From an optimization exercise on the open Yosys and OpenROAD flow, aimed at small area, a short achievable clock period and few clock cycles per item; shortcuts taken in it are not production practice. Where RTL was checked, it was by simulation tests only, not by an equivalence proof against the original. Power and IR drop assume default switching activity.

Design conv_engine_top, start of the top module:
module conv_engine_top (
    input  logic                            clk,
    input  logic                            reset,
    input  logic                            loading,
    input  logic [conv_pkg::LAYER_W-1:0]    num_layers,
    input  logic                            w_wr_en,
    input  logic [conv_pkg::CHAN_W-1:0]     w_chan,
    input  logic [conv_pkg::MAP_W-1:0]      w_map,
    input  logic [conv_pkg::WEIGHT_W-1:0]   w_data,
    input  logic                            in_valid,
    output logic                            in_ready,
    input  logic [conv_pkg::ACT_W-1:0]      in_act,
    input  logic [conv_pkg::CHAN_W-1:0]     in_chan,
    input  logic                            in_last,
    output logic                            out_valid,
    input  logic                            out_ready,
    output logic [conv_pkg::ACC_W-1:0]      out_data,
    output logic [conv_pkg::MAP_W-1:0]      out_map,
    output logic [conv_pkg::LAYER_W-1:0]    out_layer,
    output logic                            need_weights,
    output logic                            run_done,
    output logic [conv_pkg::COUNT_W-1:0]    skipped_count
);
  ...
For scale: about 4100 cells after synthesis, about 980 flip-flops, ~100 I/O pins, about 0.048 sq mm of cells after synthesis.
export LEC_CHECK = 0
export ABC_AREA = 0
export CAP_MARGIN = 20
export CORE_MARGIN = 2
export CORE_UTILIZATION = 40
export CTS_BUF_LIST = sky130_fd_sc_hd__clkbuf_4 sky130_fd_sc_hd__clkbuf_8
export CTS_CLUSTER_SIZE = 30
export SLEW_MARGIN = 20
export TNS_END_PERCENT = 0
create_clock -name core_clock -period 10.0 [get_ports {clk}]
standard.sh (not shown) runs the stock make flow with config.mk's settings and CLKGATE_MAP_FILE= SYNTH_SCRIPT=/design/flow/synth_recipe.tcl, a recipe that flattens the netlist after the stock synthesis.
==> flow/flow/run.sh <==
#!/bin/bash
set -euo pipefail
bash standard.sh SETUP_SLACK_MARGIN=7.5 "BUFFER_PORTS_ARGS=-buffer_cell sky130_fd_sc_hd__buf_2" finish > standard_flow.log 2>&1
Testbench counts at the start, summed over its fixed seeds: cycles 11,078, items 6,015.
Rerun with:
==> flow/flow/run.sh (replaced) <==
#!/bin/bash
set -euo pipefail
bash standard.sh SETUP_SLACK_MARGIN=7 "BUFFER_PORTS_ARGS=-buffer_cell sky130_fd_sc_hd__buf_2" finish > standard_flow.log 2>&1
--- a/flow/config.mk
+++ b/flow/config.mk
@@ -10,6 +10,7 @@
 export CORE_MARGIN = 2
 export CORE_UTILIZATION = 40
-export CTS_BUF_LIST = sky130_fd_sc_hd__clkbuf_4 sky130_fd_sc_hd__clkbuf_8
-export CTS_CLUSTER_SIZE = 30
+export CTS_BUF_LIST = sky130_fd_sc_hd__clkbuf_4 sky130_fd_sc_hd__clkbuf_8 sky130_fd_sc_hd__clkbuf_16
+export CTS_CLUSTER_DIAMETER = 140
+export CTS_CLUSTER_SIZE = 25
 export SLEW_MARGIN = 20
 export TNS_END_PERCENT = 0
Outcome: The new run finished clean. Design area falls by 2.4%. Clock skew rises by 9.0 ps. Setup slack improves by 130 ps. First-iteration DRC count falls by 5.9%. Synthesized area stays the same.
Rerun with:
--- a/flow/config.mk
+++ b/flow/config.mk
@@ -10,7 +10,7 @@
 export CORE_MARGIN = 2
 export CORE_UTILIZATION = 40
-export CTS_BUF_LIST = sky130_fd_sc_hd__clkbuf_4 sky130_fd_sc_hd__clkbuf_8 sky130_fd_sc_hd__clkbuf_16
-export CTS_CLUSTER_DIAMETER = 140
-export CTS_CLUSTER_SIZE = 25
+export CTS_BUF_LIST = sky130_fd_sc_hd__clkbuf_4 sky130_fd_sc_hd__clkbuf_8
+export CTS_CLUSTER_SIZE = 30
+export GPL_TIMING_DRIVEN = 0
 export SLEW_MARGIN = 20
 export TNS_END_PERCENT = 0
Final area rose by 6.9%.
Maximum frequency fell by 11%.
Cell count rose by 9.2%.
Die area is unchanged.
Clock power rose by 66%.
Hold slack is worse by 12 ps.
Synthesized area is unchanged.
Global-route usage rose by 10 points.
Power rose by 19%.
Worst setup slack is worse by 410 ps.
Non-clock buffer count rose by 292.

---

== run E ==
Starting RTL as in the previous note.
clock: 10.0 ns
lec_check: 0
abc_area: 0
cap_margin: 20
core_margin: 2
core_utilization: 40
cts_buf_list: sky130_fd_sc_hd__clkbuf_4 sky130_fd_sc_hd__clkbuf_8 sky130_fd_sc_hd__clkbuf_16
cts_cluster_diameter: 120
cts_cluster_size: 20
slew_margin: 20
tns_end_percent: 0
==> flow/flow/run.sh <==
#!/bin/bash
set -euo pipefail
bash standard.sh SETUP_SLACK_MARGIN=7 "BUFFER_PORTS_ARGS=-buffer_cell sky130_fd_sc_hd__buf_2" finish > standard_flow.log 2>&1
Testbench counts of run E, summed over its fixed seeds: cycles 11,078, items 6,015.
Input changes introduced in run C (baseline for comparison: run E):
Settings: a deleted CTS_CLUSTER_DIAMETER that had been 120; a change of CORE_UTILIZATION from 40 to 55; a change of CTS_BUF_LIST from sky130_fd_sc_hd__clkbuf_4 sky130_fd_sc_hd__clkbuf_8 sky130_fd_sc_hd__clkbuf_16 to sky130_fd_sc_hd__clkbuf_4 sky130_fd_sc_hd__clkbuf_8; a change of CTS_CLUSTER_SIZE from 20 to 30.
## What came out
[compare] base=run E new=run C: worst slack on hold paths moved down; growth of design area from synthesis to finish moved up; wire length reported by the detailed router moved up.

---

Setup of oak:
Starting RTL as in the previous note.
Settings: LEC_CHECK=0, ABC_AREA=0, CAP_MARGIN=20, CORE_MARGIN=2, CORE_UTILIZATION=40, CTS_BUF_LIST=sky130_fd_sc_hd__clkbuf_4 sky130_fd_sc_hd__clkbuf_8 sky130_fd_sc_hd__clkbuf_16, CTS_CLUSTER_DIAMETER=120, CTS_CLUSTER_SIZE=25, SLEW_MARGIN=20, TNS_END_PERCENT=0; clock period 10.0 ns.
Scripts as last shown in full above: flow/flow/run.sh
Per the final summary, oak finished and its layout is clean on timing, DRC and antenna.
Testbench counts of oak, summed over its fixed seeds: cycles 11,078, items 6,015.
> inputs changed (oak -> pine)
Settings: a change of CTS_CLUSTER_SIZE from 25 to 30; a change of CTS_BUF_LIST from sky130_fd_sc_hd__clkbuf_4 sky130_fd_sc_hd__clkbuf_8 sky130_fd_sc_hd__clkbuf_16 to sky130_fd_sc_hd__clkbuf_4 sky130_fd_sc_hd__clkbuf_8; a change of CAP_MARGIN from 20 to 0; a deleted CTS_CLUSTER_DIAMETER that had been 120; a change of SLEW_MARGIN from 20 to 0.
Notes after the runs:
- pine can be clocked slower than oak.
- Measured against each other, pine and oak differ in clock-cell share of area, the higher figure coming from pine.
- Total wire length sits higher in pine than in oak.
- Synthesis-to-finish area growth: pine vs oak up 2.7 points
- Clock buffer count in the final layout (pine / oak): 3.3
- Higher post-place setup slack was reported by oak, not pine.
- NOTE per-cell routed wire length oak->pine decreased by a few percent
- As far as hold violation count in the final report goes, oak and pine are indistinguishable; the numbers are identical.
- pine vs oak, beginning of the critical path: u_drain.out_data[16] vs u_drain.out_data[7]

---

conv_engine_top, a different RTL version from the one above (not shown whole).
For scale: ~4,400 cells after synthesis, ~970 flip-flops, about 100 I/O pins.
export LEC_CHECK = 0
export ABC_AREA = 0
export CAP_MARGIN = 20
export CORE_MARGIN = 2
export CORE_UTILIZATION = 40
export SLEW_MARGIN = 20
export TNS_END_PERCENT = 0
create_clock -name core_clock -period 10.0 [get_ports {clk}]
==> flow/flow/run.sh <==
#!/bin/bash
set -euo pipefail
bash standard.sh SETUP_SLACK_MARGIN=7 finish > standard_flow.log 2>&1
Testbench counts at the start, summed over its fixed seeds: cycles 11,078, items 6,015.
==> next run, changes <==
==> flow/flow/run.sh (replaced) <==
#!/bin/bash
set -euo pipefail
bash standard.sh SETUP_SLACK_MARGIN=6.5 finish > standard_flow.log 2>&1
TNS_END_PERCENT = default   (was 0)
- register-to-register slack degrades by 30 ps
- worst setup slack degrades by 31 ps
- hold slack barely changes
- non-clock buffer count decreases by 46
- fmax decreases slightly
- via count decreases slightly
- critical path depth decreases by 1
- sequential cell count does not change
- final area decreases slightly
- area after synthesis is unchanged

---

Another version of the RTL of conv_engine_top (not shown whole).
For scale: roughly 990 flip-flops, roughly 48000 um2 of cells after synthesis.
export LEC_CHECK = 0
export ABC_AREA = 0
export CAP_MARGIN = 20
export CORE_MARGIN = 2
export CORE_UTILIZATION = 40
export CTS_BUF_LIST = sky130_fd_sc_hd__clkbuf_4 sky130_fd_sc_hd__clkbuf_8
export CTS_CLUSTER_SIZE = 30
export SLEW_MARGIN = 20
export TNS_END_PERCENT = 0
create_clock -name core_clock -period 10.0 [get_ports {clk}]
==> flow/flow/run.sh <==
#!/bin/bash
set -euo pipefail
bash standard.sh SETUP_SLACK_MARGIN=7 "BUFFER_PORTS_ARGS=-buffer_cell sky130_fd_sc_hd__buf_2" finish > standard_flow.log 2>&1
Then changed:
CTS_BUF_LIST = default   (was sky130_fd_sc_hd__clkbuf_4 sky130_fd_sc_hd__clkbuf_8)
CTS_CLUSTER_SIZE = default   (was 30)
Effect: The new run went through all stages and came out clean; global-route usage shrinks by 0.24 points; routed wire length barely changes; final area grows by 1.1%; synthesized cell count stays the same.
Function was not checked in any run of this note: the RTL went through the layout flow alone.

---

Setup of v6:
conv_engine_top with an RTL version that a note above also has.
==> flow/config.mk <==
export PLATFORM = sky130hd
export DESIGN_NAME = conv_engine_top
export DESIGN_NICKNAME = conv_engine_top
export VERILOG_FILES = /design/flow/design.v
export SDC_FILE = /design/flow/constraint.sdc
export NUM_CORES = 4
export LEC_CHECK = 0
export ABC_AREA = 0
export CAP_MARGIN = 20
export CORE_MARGIN = 2
export CORE_UTILIZATION = 40
export SLEW_MARGIN = 20
export TNS_END_PERCENT = 0
==> flow/constraint.sdc <==
create_clock -name core_clock -period 10.0 [get_ports {clk}]
set_input_delay 2.0000 -clock core_clock [delete_from_list [all_inputs] [get_ports {clk}]]
set_output_delay 2.0000 -clock core_clock [all_outputs]
set_load 0.01 [all_outputs]
Scripts as last shown in full above: flow/flow/run.sh
Testbench counts of v6, summed over its fixed seeds: cycles 11,078, items 6,015.
What v7 does differently from v6 at the input level:
- CTS_CLUSTER_SIZE: unset -> 30
- CTS_BUF_LIST: unset -> sky130_fd_sc_hd__clkbuf_4 sky130_fd_sc_hd__clkbuf_8
Findings:
- In the metrics for v7 and v6, the one carrying the lower area growth from synthesis to final layout is v7.
- Compared with v6, v7 ends up with a smaller final cell area.
- In v7 relative to v6, filler cell count in the final layout had gone up slightly.
- On maximum frequency, v6 beats v7.
- [compare] base=v6 new=v7: combinational power fell about 4%; count of plain and timing-repair buffers in the layout fell 7.0%; first-pass detailed-route iteration total fell 5.
- Run comparison: v6 start-to-end type of the worst setup path reg -> reg; v7 start-to-end type of the worst setup path reg -> out

[port drivers added, routing unchanged]
Ports are ideal in the flow. The routed layouts listed here were re-timed in OpenROAD.
Step 1 assumes that a clkbuf_16 drives the clock port and a buf_2 every other input.
Step 2, shift: input delay + t, output delay - t, t = (earliest + latest rising clock arrival at the registers) / 2. This alone moves slack from input paths to output paths.
Three values: ideal ports, drivers, drivers and shift; two values: the first two.
run	t, ns	slack for setup (ns)	hold WS [ns]	worst register clock-pin slew, ns	worst slew at a driven data input, ns
the first run of note 1	0.916	6.534 / 6.461 / 6.323	0.446 / 0.446 / 0.446	0.07 / 0.07	0.12
the second run of note 1	0.755	6.665 / 6.593 / 6.350	0.450 / 0.450 / 0.450	0.12 / 0.12	0.14
the third run of note 1	1.012	6.259 / 6.259 / 6.253	0.438 / 0.438 / 0.438	0.08 / 0.08	0.12
run E	0.757	6.653 / 6.576 / 6.363	0.452 / 0.452 / 0.452	0.10 / 0.10	0.13
run C	0.931	6.519 / 6.453 / 6.094	0.442 / 0.442 / 0.442	0.07 / 0.07	0.13
oak	0.764	6.647 / 6.570 / 6.346	0.451 / 0.451 / 0.451	0.11 / 0.11	0.13
pine	0.942	6.522 / 6.451 / 6.326	0.442 / 0.442 / 0.442	0.07 / 0.07	0.12
the first run of note 4	0.802	6.583 / 6.583 / 6.077	0.435 / 0.435 / 0.435	0.07 / 0.07	0.11
the second run of note 4	0.804	6.553 / 6.482 / 6.001	0.437 / 0.437 / 0.437	0.07 / 0.07	0.11
the first run of note 5	0.948	6.539 / 6.466 / 6.258	0.438 / 0.438 / 0.438	0.07 / 0.07	0.08
the second run of note 5	0.770	6.616 / 6.616 / 6.195	0.436 / 0.436 / 0.436	0.07 / 0.07	0.08
v6	0.790	6.641 / 6.574 / 6.307	0.449 / 0.449 / 0.449	0.07 / 0.07	0.14
v7	0.916	6.534 / 6.461 / 6.323	0.446 / 0.446 / 0.446	0.07 / 0.07	0.12
After both steps every run listed still meets setup and hold. The setup slack of the second run of note 4, which loses most, moves by -0.071 ns with the drivers and by -0.552 ns with both steps.
